This is an optimization exercise on Yosys and OpenROAD, whose aim is small area, not a production implementation. Function was checked by simulation only, so behaviour that the tests miss may differ from the original. No driver is modelled on the clock port, so clocking that relies on it looks cheaper here than on a real chip.

==> flow/design.v <==
package myo_bridge_pkg;
  localparam int frame_bytes_lp  = 86;
  localparam int status_bytes_lp = 48;
  localparam int wr_entries_lp   = 50;
  localparam int rd_entries_lp   = 20;
  localparam logic [2:0] fk_half = 3'd0;
  localparam logic [2:0] fk_word = 3'd1;
  localparam logic [2:0] fk_flag = 3'd2;
  localparam logic [2:0] fk_pair = 3'd3;
  localparam logic [2:0] fk_byte = 3'd4;
endpackage
module forearm_spi_bridge (
  input  logic        iCLK,
  input  logic        arst_n_i,
  input  logic        sck_i,
  input  logic        ss_n_i,
  input  logic        mosi_i,
  input  logic [31:0] av_readdata_i,
  input  logic        av_waitrequest_i,
  output logic        miso_o,
  output logic [15:0] av_address_o,
  output logic [31:0] av_writedata_o,
  output logic        av_write_o,
  output logic        av_read_o
);
  logic [2:0] ph_q;
  always_ff @(posedge iCLK or negedge arst_n_i)
    if (!arst_n_i) ph_q <= '0;
    else           ph_q <= ph_q + 3'd1;
  logic [7:0] phd;             
  always_comb
    for (int k = 0; k < 8; k++) phd[k] = (ph_q == 3'(7 - k));
  logic sck_q, ss_q;
  always_ff @(posedge iCLK) sck_q <= sck_i;
  always_ff @(posedge iCLK or negedge arst_n_i)
    if (!arst_n_i) ss_q <= 1'b1;
    else           ss_q <= ss_n_i;
  logic active, rise, frame_end, ss_edge;
  assign active    = ~ss_n_i;
  assign rise      = active & sck_i & ~sck_q;
  assign frame_end = ss_n_i & ~ss_q;
  assign ss_edge   = ss_n_i ^ ss_q;
  logic [8:0] n_q;
  always_ff @(posedge iCLK) begin
    if (ss_edge)   n_q <= '1;
    else if (rise) n_q <= n_q + 9'd1;
  end
  logic        busy_q, req_q, valid_q, rxstep_q;
  logic [6:0]  e_q;
  logic [2:0]  gap_q;
  logic        is_rd, done, byte_in, last;
  logic [6:0]  e_nx;
  assign is_rd   = (e_q >= 7'd56);
  assign done    = req_q & ~av_waitrequest_i;
  assign byte_in = rise & (n_q[2:0] == 3'd6);
  assign last    = (e_q == 7'd76);
  always_comb begin
    e_nx = e_q + 7'd1;
    if (e_q == 7'd15) e_nx = 7'd20;
    if (e_q == 7'd49) e_nx = 7'd52;
  end
  always_ff @(posedge iCLK or negedge arst_n_i)
    if (!arst_n_i) begin
      busy_q   <= 1'b0;
      req_q    <= 1'b0;
      valid_q  <= 1'b0;
    end else begin
      if (done && is_rd) valid_q <= 1'b1;
      if (frame_end) begin
        busy_q <= 1'b1;
        req_q  <= 1'b0;
      end else if (busy_q) begin
        if (done) req_q <= 1'b0;
        else if (!req_q && gap_q == 3'd7) begin
          if (last) busy_q <= 1'b0;
          else      req_q  <= 1'b1;
        end
      end
    end
  always_ff @(posedge iCLK) begin
    if (byte_in) rxstep_q <= 1'b1;
    else if (gap_q == 3'd7) rxstep_q <= 1'b0;
  end
  always_ff @(posedge iCLK) begin
    if (frame_end) e_q <= '0;
    else if (done) e_q <= e_nx;
    if (frame_end | done | byte_in) gap_q <= '0;
    else                            gap_q <= gap_q + 3'd1;
  end
  assign av_write_o = req_q & ~is_rd;
  assign av_read_o  = req_q & is_rd;
  logic is_word, is_half, is_flag, is_pair, is_byte, win;
  assign is_word = (e_q[6:2] == 5'd3);
  assign is_half = (e_q < 7'd12) || ((e_q >= 7'd20) && (e_q < 7'd40));
  assign is_flag = (e_q >= 7'd40) && (e_q < 7'd46);
  assign is_pair = (e_q >= 7'd46) && (e_q < 7'd50);
  assign is_byte = (e_q[6:2] == 5'd13);
  assign win     = busy_q & ~req_q;
  always_comb begin
    av_address_o = {3'd0, e_q[6:2], 6'd0, e_q[1:0]};
    case (e_q)
      7'd40:                      av_address_o = 16'h0b03;
      7'd41:                      av_address_o = 16'h0c03;
      7'd42, 7'd43, 7'd44, 7'd45: av_address_o = 16'h0d03;
      7'd46, 7'd47, 7'd48, 7'd49: av_address_o = 16'h0a03;
      default: begin
        case (e_q[6:2])
          5'd13: av_address_o[12:8] = 5'h14;
          5'd14: av_address_o[12:8] = 5'h0b;
          5'd15: av_address_o[12:8] = 5'h0c;
          5'd16: av_address_o[12:8] = 5'h0e;
          5'd17: av_address_o[12:8] = 5'h0d;
          5'd18: av_address_o[12:8] = 5'h0f;
          default: ;
        endcase
      end
    endcase
  end
  logic [3:0] step;            
  logic [3:0] tin;             
  logic [3:0] front;           
  logic [3:0] tap;             
  logic [31:0] wd_q;
  always_comb begin
    logic [3:0] ws, ss;
    ws = '0;
    ss = '0;
    if (is_half) ws = e_q[0] ? 4'b1100 : 4'b0011;
    if (is_word) ws = 4'b1111;
    if (e_q == 7'd45) ws = 4'b0001;
    if (e_q == 7'd49) ws = 4'b0010;
    if (is_byte) ws = 4'b0001 << {~e_q[1], e_q[0]};
    if (e_q >= 7'd57) ss = (e_q < 7'd61) ? 4'b1111 : (e_q[0] ? 4'b0011 : 4'b1100);
    step = ({4{win & ~is_rd}} & ws) | ({4{win}} & ss) |
           ({4{rxstep_q}} & (4'b0001 << n_q[4:3]));
  end
  logic       st_wide;
  logic [3:0] cb;
  assign st_wide = (e_q < 7'd61);
  always_comb
    for (int m = 0; m < 4; m++) cb[m] = |(wd_q[8 * m +: 8] & phd);
  assign tin[0] = rxstep_q ? cb[3] : cb[0];
  assign tin[1] = rxstep_q ? cb[3] : cb[1];
  assign tin[2] = rxstep_q ? cb[3] : (st_wide ? cb[2] : cb[0]);
  assign tin[3] = rxstep_q ? cb[3] : (st_wide ? cb[3] : cb[1]);
  for (genvar c = 0; c < 4; c++) begin : g_chain
    localparam int L = (c < 2) ? 22 : 21;
    logic [7:0] r_q [L];
    for (genvar k = 0; k < L; k++) begin : g_ring
      logic nb;
      if (k == L - 1) begin : g_tail
        assign nb = tin[c];
      end else begin : g_mid
        assign nb = r_q[k + 1][7];
      end
      always_ff @(posedge iCLK)
        r_q[k] <= {r_q[k][6:0], step[c] ? nb : r_q[k][7]};
    end
    assign front[c] = r_q[0][7];
    if (c == 0) begin : g_tap0
      assign tap[c] = (win & e_q[0]) ? r_q[L - 11][7] : r_q[L - 12][7];
    end else begin : g_tap
      assign tap[c] = r_q[L - 12][7];
    end
  end
  logic [3:0] ft;
  logic [1:0] fchain;
  logic       fzero, past_q;
  logic       cur_q;
  assign ft     = {1'b0, n_q[2:0]} + (rise ? 4'd2 : 4'd1);
  assign fchain = n_q[4:3] + {1'b0, ft[3]};
  assign fzero  = past_q | (rise & (n_q == 9'd382));
  always_ff @(posedge iCLK) begin
    if (ss_edge)    past_q <= 1'b0;
    else if (fzero) past_q <= 1'b1;
  end
  always_ff @(posedge iCLK or negedge arst_n_i)
    if (!arst_n_i) cur_q <= 1'b0;
    else if (ph_q == ft[2:0])
      cur_q <= tap[fchain] & valid_q & ~fzero;
  assign miso_o = cur_q;
  logic [3:0]  v;              
  logic [7:0]  ld;             
  logic        ld0, ld1;       
  logic        sh;             
  logic [31:0] de, d;
  always_comb begin
    v[0] = front[{~e_q[1], e_q[0]}];           
    if (is_half) v[0] = e_q[0] ? front[2] : front[0];
    if (is_word | is_flag) v[0] = front[0];
    if (is_pair) v[0] = front[1];
    v[1] = is_word ? front[1] : ((e_q[0] ? front[3] : front[1]) & is_half);
    v[2] = front[2] & is_word;
    v[3] = front[3] & is_word;
  end
  assign ld  = {8{win & ~is_rd}} & phd;
  assign ld0 = win & ~is_rd & (is_flag ? (ph_q == e_q[2:0]) :
                               is_pair ? (ph_q == {~e_q[1], e_q[0], 1'b1}) : phd[0]);
  assign ld1 = win & ~is_rd & (is_pair ? (ph_q == {~e_q[1], e_q[0], 1'b0}) : phd[1]);
  assign sh  = rise;
  always_comb begin
    for (int i = 0; i < 32; i++) begin
      de[i] = done | ld[i % 8];
      d[i]  = done ? av_readdata_i[i] : v[i / 8];
    end
    for (int i = 2; i < 8; i++) d[i] = done ? av_readdata_i[i] : (v[0] & ~(is_flag | is_pair));
    de[0] = done | ld0;
    de[1] = done | ld1;
    d[1]  = done ? av_readdata_i[1] : (v[0] & ~is_flag);
    for (int i = 24; i < 32; i++) begin
      de[i] = done | ld[i % 8] | sh;
      d[i]  = done ? av_readdata_i[i] : (sh ? ((i == 24) ? mosi_i : wd_q[i - 1]) : v[3]);
    end
  end
  always_ff @(posedge iCLK)
    for (int i = 0; i < 32; i++)
      if (de[i]) wd_q[i] <= d[i];
  assign av_writedata_o = wd_q;
endmodule
==> flow/config.mk <==
export PLATFORM = sky130hd
export DESIGN_NAME = forearm_spi_bridge
export DESIGN_NICKNAME = forearm_spi_bridge
export VERILOG_FILES = /design/flow/design.v
export SDC_FILE = /design/flow/constraint.sdc
export NUM_CORES = 4
export LEC_CHECK = 0
export CAP_MARGIN = 20
export CORE_MARGIN = 2
export CORE_UTILIZATION = 65
export PLACE_DENSITY = 0.75
export SLEW_MARGIN = 20
==> flow/constraint.sdc <==
create_clock -name core_clock -period 10.0 [get_ports {iCLK}]
set_input_delay 2.0000 -clock core_clock [delete_from_list [all_inputs] [get_ports {iCLK}]]
set_output_delay 2.0000 -clock core_clock [all_outputs]
set_load 0.01 [all_outputs]
standard.sh (not shown) runs the stock make flow with config.mk's settings and CLKGATE_MAP_FILE= SYNTH_SCRIPT=/design/flow/synth_recipe.tcl, a recipe that flattens the netlist after the stock synthesis.
==> flow/flow/run.sh <==
#!/bin/bash
# Standard ORFS layout with three changes:
#  - synthesis maps the logic with an area-oriented ABC script (flow/abc_map.script)
#    in place of ORFS's delay-oriented one; everything else in synthesis, and so
#    every register, is as in the standard synthesis
#  - clock tree: no dummy loads, leaf clusters of up to 30 sinks within 100 um
#    driven by clkbuf_16, clkbuf_8 above them
#  - port buffers: the smallest buffer cell instead of the default choice
set -euo pipefail
here=$(cd "$(dirname "$0")" && pwd)
rm -rf scripts_local
cp -r "$FLOW_HOME/scripts" scripts_local
cp "$here/abc_map.script" scripts_local/abc_speed.script
export SCRIPTS_DIR="$PWD/scripts_local"
export CTS_ARGS="-sink_clustering_enable -repair_clock_nets -dont_use_dummy_load -sink_clustering_size 30 -sink_clustering_max_diameter 100 -sink_clustering_buffer sky130_fd_sc_hd__clkbuf_16 -buf_list sky130_fd_sc_hd__clkbuf_8"
export BUFFER_PORTS_ARGS="-buffer_cell sky130_fd_sc_hd__buf_1"
bash standard.sh > standard.log 2>&1
==> flow/flow/abc_map.script <==
strash
dc2
dch
amap
topo
Change:
--- a/flow/flow/run.sh
+++ b/flow/flow/run.sh
@@ -8,0 +9 @@
+#  - one tie cell drives all constant outputs' port buffers
@@ -16,0 +18 @@
+export SKIP_REPAIR_TIE_FANOUT=1
=> Routed wire length rises by 1.8%. Area after synthesis is unchanged. Via count hardly moves.

## what the ideal ports hide
No port has a modelled driver above. Below, the same layouts with a new extraction and two added sets of constraints.
Step 1, drivers: a clkbuf_16 drives iCLK and a buf_2 each remaining input, both assumed.
Step 2 moves the port delays by t, midway between the first and last clock arrival at a register: inputs arrive t later, outputs are due t later. That takes back most of the time a late clock gives input paths.
Three values: no drivers, after step 1, after step 2; two values: the first two.
run	shift t [ns]	setup WS [ns]	pins driven straight from the clock port
the first run	0.703	4.318 / 4.274 / 4.977	1
the second run	0.706	4.376 / 4.329 / 5.035	1
After both steps every run listed still meets setup and hold.
